This is an optimization exercise on Yosys and OpenROAD, whose aim is small area and a short achievable clock period, not a production implementation. Only simulation tests tie the RTL to the original design; equivalence was not proved. No activity file was given, so power comes from the tool's default toggle rates.

<file path="design.v">
module awb_gain_est #(
    parameter int ACC_W = 24,
    parameter int CNT_W = 16
) (
    input  logic            clk,
    input  logic            rst,
    input  logic            pix_valid_i,
    input  logic [1:0]      pix_color_i,
    input  logic [7:0]      pix_value_i,
    input  logic            pix_last_i,
    output logic [15:0]     K_R,
    output logic [15:0]     K_G,
    output logic [15:0]     K_B,
    output logic            valid_gain_o,
    output logic            busy_o,
    output logic            overrun_o
);
    localparam int SW = 13;    
    localparam int NW = 6;     
    assign K_G = 16'h0100;
    logic close_w;
    assign close_w = pix_valid_i & pix_last_i;
    logic [2:0] p_hit;      
    logic [7:0] p_val;
    logic       p_ovr;      
    always_ff @(posedge clk or posedge rst) begin
        if (rst) begin
            p_hit <= '0;
            p_ovr <= 1'b0;
        end else begin
            p_hit[0] <= pix_valid_i & (pix_color_i == 2'd0);
            p_hit[1] <= pix_valid_i & (pix_color_i == 2'd1);
            p_hit[2] <= pix_valid_i & (pix_color_i == 2'd2);
            p_ovr    <= close_w & busy_o;
        end
    end
    always_ff @(posedge clk)
        p_val <= pix_value_i;
    logic [5:0] ctr;
    logic       ld;         
    logic       last_c, mul, div, acc_en;
    assign last_c = (ctr == 6'd32);
    assign mul    = busy_o & (ctr >= 6'd3) & (ctr <= 6'd18);
    assign div    = busy_o & (ctr >= 6'd19);
    assign acc_en = ~busy_o | (ctr == 6'd0);
    always_ff @(posedge clk or posedge rst) begin
        if (rst) begin
            busy_o       <= 1'b0;
            ctr          <= '0;
            ld           <= 1'b0;
            overrun_o    <= 1'b0;
            valid_gain_o <= 1'b0;
        end else begin
            ld <= busy_o & last_c;
            if (close_w & busy_o)
                overrun_o <= 1'b1;
            if (busy_o) begin
                ctr <= ctr + 6'd1;
                if (last_c) begin
                    busy_o       <= 1'b0;
                    valid_gain_o <= 1'b1;
                end
            end else if (close_w) begin
                busy_o <= 1'b1;
                ctr    <= '0;
            end
        end
    end
    logic [SW-1:0] side_s [3];
    logic [NW-1:0] side_n [3];
    for (genvar c = 0; c < 3; c++) begin : g_side
        always_ff @(posedge clk) begin
            if ((ctr == 6'd0) | p_ovr) begin
                side_s[c] <= '0;
                side_n[c] <= '0;
            end else begin
                side_s[c] <= side_s[c] + (p_hit[c] ? SW'(p_val) : '0);
                side_n[c] <= side_n[c] + NW'(p_hit[c]);
            end
        end
    end
    logic [23:0] S_R, S_G, S_B;
    logic [15:0] N_R, N_G, N_B;
    logic [23:0] s_nx [3];
    logic [15:0] n_nx [3];
    logic take;           
    logic zap;            
    assign take = (acc_en | ld) & ~(ld & p_ovr);
    assign zap  = ld & p_ovr;
    logic [23:0] s_cur [3];
    logic [15:0] n_cur [3];
    assign s_cur[0] = S_R; assign s_cur[1] = S_G; assign s_cur[2] = S_B;
    assign n_cur[0] = N_R; assign n_cur[1] = N_G; assign n_cur[2] = N_B;
    for (genvar c = 0; c < 3; c++) begin : g_main
        logic [23:0] sb;
        logic [15:0] nb;
        assign sb = zap ? '0 : ld ? 24'(side_s[c]) : s_cur[c];
        assign nb = zap ? '0 : ld ? 16'(side_n[c]) : n_cur[c];
        assign s_nx[c] = sb + ((take & p_hit[c]) ? 24'(p_val) : 24'd0);
        assign n_nx[c] = nb + 16'(take & p_hit[c]);
    end
    logic [23:0] P_AR, P_AB, P_BR, P_BB;
    logic [15:0] X_BB;
    logic [24:0] m_ar, m_ab, m_br, m_bb;
    assign m_ar = {1'b0, P_AR} + (N_R[0] ? {1'b0, S_G} : 25'd0);
    assign m_ab = {1'b0, P_AB} + (N_B[0] ? {1'b0, S_G} : 25'd0);
    assign m_br = {1'b0, P_BR} + (N_G[0] ? {1'b0, S_R} : 25'd0);
    assign m_bb = {1'b0, P_BB} + (N_G[0] ? {1'b0, S_B} : 25'd0);
    logic [4:0]  E_R, E_B;
    logic [44:0] rem_r, rem_b;
    logic [39:0] d_r, d_b;
    logic [41:0] df_r, df_b;
    logic        ge_r, ge_b;
    logic [44:0] rn_r, rn_b;
    assign rem_r = {E_R, P_AR, N_R};
    assign rem_b = {E_B, P_AB, N_B};
    assign d_r   = {P_BR, N_G};
    assign d_b   = {P_BB, X_BB};
    assign df_r  = {1'b0, rem_r[44:4]} - {2'b0, d_r};
    assign df_b  = {1'b0, rem_b[44:4]} - {2'b0, d_b};
    assign ge_r  = ~df_r[41];
    assign ge_b  = ~df_b[41];
    assign rn_r  = ge_r ? {df_r[40:0], rem_r[3:0]} : rem_r;
    assign rn_b  = ge_b ? {df_b[40:0], rem_b[3:0]} : rem_b;
    logic [12:0] q_r, q_b;     
    always_ff @(posedge clk) begin
        q_r <= {q_r[11:0], ge_r};
        q_b <= {q_b[11:0], ge_b};
    end
    always_ff @(posedge clk or posedge rst) begin
        if (rst) begin
            S_R <= '0; S_G <= '0; S_B <= '0;
            N_R <= '0; N_G <= '0; N_B <= '0;
        end else begin
            S_R <= s_nx[0];
            S_G <= s_nx[1];
            S_B <= s_nx[2];
            N_G <= mul ? {m_br[0], N_G[15:1]} : n_nx[1];
            if (mul) begin
                N_R <= {m_ar[0], N_R[15:1]};
                N_B <= {m_ab[0], N_B[15:1]};
            end else if (div) begin
                N_R <= {rn_r[14:0], 1'b0};
                N_B <= {rn_b[14:0], 1'b0};
            end else begin
                N_R <= n_nx[0];
                N_B <= n_nx[2];
            end
        end
    end
    always_ff @(posedge clk) begin
        if (mul) begin
            P_AR <= m_ar[24:1];
            P_AB <= m_ab[24:1];
            P_BR <= m_br[24:1];
            P_BB <= m_bb[24:1];
            X_BB <= {m_bb[0], X_BB[15:1]};
        end else if (div) begin
            P_AR <= rn_r[38:15];
            P_AB <= rn_b[38:15];
        end else begin
            P_AR <= '0;
            P_AB <= '0;
            P_BR <= '0;
            P_BB <= '0;
        end
        if (div) begin
            E_R <= rn_r[43:39];
            E_B <= rn_b[43:39];
        end else begin
            E_R <= '0;
            E_B <= '0;
        end
    end
    logic dz_r, dz_b;
    assign dz_r = (d_r == '0);
    assign dz_b = (d_b == '0);
    function automatic logic [11:0] fin(input logic [12:0] q, input logic dz);
        if (dz)
            fin = 12'h100;
        else if (q[12])
            fin = 12'hFFF;
        else
            fin = q[11:0];
    endfunction
    logic [11:0] kr, kb;
    always_ff @(posedge clk or posedge rst) begin
        if (rst) begin
            kr <= 12'h100;
            kb <= 12'h100;
        end else if (busy_o & last_c) begin
            kr <= fin(q_r, dz_r);
            kb <= fin(q_b, dz_b);
        end
    end
    assign K_R = {4'h0, kr};
    assign K_B = {4'h0, kb};
endmodule
</file>
<file path="run.sh">
#!/bin/bash
# synth_recipe.tcl (not shown) runs the flow's synth.tcl, then flattens the netlist and writes it again
# the make line also repeats each setting of config.mk as NAME=value (left out here)
make -C /OpenROAD-flow-scripts/flow DESIGN_CONFIG=/design/flow/config.mk WORK_HOME=/design/flow/orfs CLKGATE_MAP_FILE= SYNTH_SCRIPT=/design/flow/synth_recipe.tcl finish
</file>
<file path="config.mk">
export PLATFORM = sky130hd
export DESIGN_NAME = awb_gain_est
export DESIGN_NICKNAME = awb_gain_est
export VERILOG_FILES = /design/flow/design.v
export SDC_FILE = /design/flow/constraint.sdc
export NUM_CORES = 4
export LEC_CHECK = 0
export CAP_MARGIN = 20
export CORE_MARGIN = 2
export CORE_UTILIZATION = 40
export SLEW_MARGIN = 20
</file>
<file path="constraint.sdc">
create_clock -name core_clock -period 13.0 [get_ports {clk}]
set_input_delay 2.6000 -clock core_clock [delete_from_list [all_inputs] [get_ports {clk}]]
set_output_delay 2.6000 -clock core_clock [all_outputs]
set_load 0.01 [all_outputs]
</file>
==> notes.md <==
## cells in the mapped netlist, drive strengths merged, types with 8 or more instances
master,count
and4,9
o31a,8
nor2,300
dfxtp,149
nor3b,11
buf,52
and2,109
and3,64
a21oi,206
o22ai,39
nor3,54
a21o,97
nand3b,10
nand4,32
dfrtp,156
xor2,110
o21ai,198
nand3,80
ha,240
or2,13
a31oi,26
or3,15
mux2,9
xnor2,158
o21a,29
a21boi,9
clkbuf,77
nor2b,56
nand2b,25
inv,190
o31ai,18
o21bai,33
edfxtp,64
o211ai,19
nor4,33
fa,12
mux2i,36
nand2,229
a211oi,24
a22oi,13
## layout make-up
cell class	count	area share, %
clock buffers	63	4.42
clock inverters	19	0.542
inverters	193	2.49
multi-input cells	2444	56.5
flip-flops and latches	371	30.3
well taps	864	3.69
repair buffers	67	2.08
## how the worst min path moves through the flow
stage | from | endpoint | cells after the start
after floorplan | q_b[9] | q_b[10] | 0
after global placement | q_r[0] | q_r[1] | 0
after detailed placement | q_r[3] | q_r[4] | 0
after CTS | q_r[6] | q_r[7] | 0
after global routing | q_r[6] | q_r[7] | 0
final | q_r[6] | q_r[7] | 0
## metal layers
| layer | up-vias | track usage [%] | routed length (um) | share of wire, % |
|---|---|---|---|---|
| met3 | 67 | 3.23 | 3350 | 4.8 |
| met2 | 423 | 31.4 | 29900 | 43 |
| met4 | 0 | 4.49 | 1260 | 1.8 |
| li1 | 11038 | - | - | - |
| met1 | 10267 | 29.8 | 35100 | 50 |
| met5 | - | 0 | 0 | 0 |
## metrics by stage
step,worst slack [ps],area (sq um),utilization [%]
after floorplan,6140,26700,-
after global placement,7960,27800,42.3
after detailed placement,7950,27800,42.3
after CTS,8050,29300,44.5
after global routing,7820,29300,44.5
final,8200,29300,44.5
## worst max-delay path, cell delays in order, from the launching register on
cell and delay, ps:
dfrtp_4 790, buf_4 490, clkinv_1 410, or3_1 410, o21ai_0 150, ha_1 300, a21o_1 170, a21o_1 200
a21oi_1 160, o21bai_1 110, a21o_1 200, a21o_1 200, a21oi_1 620, or2_2 250, nor2_1 50, xnor2_1 150
## registers in the layout, indices dropped and copies added, names as in the netlist, 3 cells and up
signal  count
E_B         5
N_G        16
N_R        16
kb         12
P_BB       24
X_BB       16
P_AB       24
q_r        13
kr         12
S_B        24
side_s     39
P_BR       24
p_val       8
p_hit       3
P_AR       24
ctr         6
E_R         5
q_b        13
S_R        24
S_G        24
side_n     18
N_B        16
## cells by family (layout without fill, tap and decap cells)
kind of cell / Yosys count / in the layout
flip-flops: 371 / 371
adder cells (fa/ha/maj): 252 / 252
AO/OA/AOI/OAI: 799 / 799
multiplexers: 45 / 45
AND/OR/NAND/NOR: 1056 / 1056
XOR/XNOR: 268 / 268
buffers and inverters: 322 / 342
other: 2 / 24
## power groups by stage
stage                     registers, mW  clock network, mW  logic (mW)
after floorplan                    1.88                  0        3.01
after global placement             2.04                  0        3.85
after detailed placement           2.04                  0        3.87
after CTS                          2.02               1.29        3.89
after global routing               2.07               1.34        4.38
final                              2.02               1.26        3.93
==> impl_metrics.yaml <==
critical_path:
  crit_path_end: "S_G[13]"
  startpoint: "ld"
  critPathArrivalTime_ps: 5270
  endpoint_kind: "flop"
  r2r_end: "S_G[13]"
  crit_fanout: 54
  reg2reg_from: "ld"
  crit_type: "flop to flop"
  worst_setup_path_start_kind: "flop"
  worst-r2r-cell-count: 15
  cp_data_required_time_ps: 13470
  rrSetupSlack_ps: 8200
sta:
  fin_crit_ps: 4800
  hold_violations: 0
  fin_hold_ws_ps: 350
  slew_headroom_pct: 26.3
  finalSetupViolCount: 0
  fmax_mhz: 208
  tightest_slew_ps: 1100
  final.setup_skew_ps: 20.0
  final_max_slew_viol_count: 0
  fin_tns_setup_ps: 0
  rsz0062_at_grt: "false"
  finalCritPeriodShare_pct: 36.9
cts:
  numCtsBuffers: 44
  clk_latency_ps: 580
  root_buffer: "clkbuf_16"
  cts_tree: "built"
  htree_num_levels: 2
  ctsHoldBuffers: 0
  clockBufferDepth: 3
  cts_setup_buffers: 0
  cts-resized-gates: 0
  cts.clk_slew.worst_paths_ps: 60
  cts.sinks: 371
synth:
  synth_compound_area_share_pct: 19.4
  yosys_most_used_dff: "dfrtp_1"
  synth-edff-count: 64
  synth_xor_area_share_pct: 8.81
  synth.distinct_cells: 92
  yosys-top-cells-area: "dfrtp_1, ha_1, dfxtp_1"
  synth-adder-area-share_pct: 12.2
  synth_seq_cells: 371
  post-synth-top-area-fraction_pct: 14.7
  synthCells: 3115
  synth_area_leader_cell: "dfrtp_1"
  async_flop_share_pct: 42.6
  synth_simple_gate_area_share_pct: 19.6
  ys_seq_area_share_pct: 33.3
  ys_warn_count: 7
  syn-cell-area_sq_um: 26600
  synth.avg_cell_area_sq_um: 8.55
  synth_top_family_by_area: "simple AND/OR/NAND/NOR gates"
  muxShareOfSynthArea_pct: 1.73
drt:
  drc: 0
  via_per_inst: 5.42
  avgRoutedWirePerCell_um: 17.3
  ant_nets: 0
  vias: 21795
  firstDrtPassIters: 5
  routed_wl_mm: 69.7
  drt_iter0_markers: 1384
placement:
  gp_congestion: 0.874
  dp.cells: 3938
  portBuffers: 40
  dp_hpwl_mm: 51.2
floorplanning:
  rows: 94
  fp.dieH_um: 262
  start_util_pct: 40.4
  die-width_um: 262
  core_region_area_sq_um: 65900
  fp.dieArea_sq_um: 68700
  boundaryPins: 65
power:
  power.leakage_nw: 13.2
  clockPowerShare_pct: 17.4
  p_sw_share_pct: 45.6
  power_density_nw_per_um2: 246
  vdd_drop_max_v: 0.000140
  power.total_mw: 7.20
  p_int_mw: 3.92
  p_switching_mw: 3.28
  pwr-share-comb_pct: 54.6
  seq_power_share_pct: 28.0
job:
  max-cap-violations: 0
grt:
  grt_max_degree: 64
  grt_pass1_wl_mm: 112
  grt_overflow: 0
  antenna_found_initial: 3
  grt_util_all_layers_pct: 20.3
  grt_pass1_vias: 20533
finish:
  syn2layout_area_growth_pct: 10.0
  instances_no_fill: 4021
  fillers: 6570
  n_antenna_cell: 0
  regArea_sq_um: 8860
  final_common_cell: "nor2_1"
  final_nets: 3387
  layout_common_cells: "nor2_1, ha_1, nand2_1, a21oi_1, o21ai_0"
  multi_input_area_sq_um: 16600
  drive_above_1_share_pct: 4.75
min_path:
  hold_path_class: "flop to flop"
run_status:
  status: "no timing/DRC/antenna violations"

## port drivers added, routing unchanged
The flow's constraints put no driver on any port. The routed layout listed below was extracted and timed again, unchanged, in two steps.
Step 1, drivers: a clkbuf_16 drives clk and a buf_2 each remaining input, both assumed.
Step 2 also shifts input and output timing later by t, the mid clock arrival at the registers, as if the neighbouring blocks saw the same clock.
a / b / c = ideal / step 1 / step 2; a / b = the first two.
t, ns: 0.633
setup WS [ns]: 8.198 / 8.198 / 8.119
hold slack, ns: 0.350 / 0.350 / 0.350
latest minus earliest clock arrival (ns): 0.021 / 0.022
slew at the worst register clock pin (ns): 0.06 / 0.06
After both steps setup and hold are still met in this run. For this run, drivers alone change the setup slack by 0.000 ns; drivers and shift together by -0.079 ns. The worst setup slack also covers recovery checks on asynchronous resets.
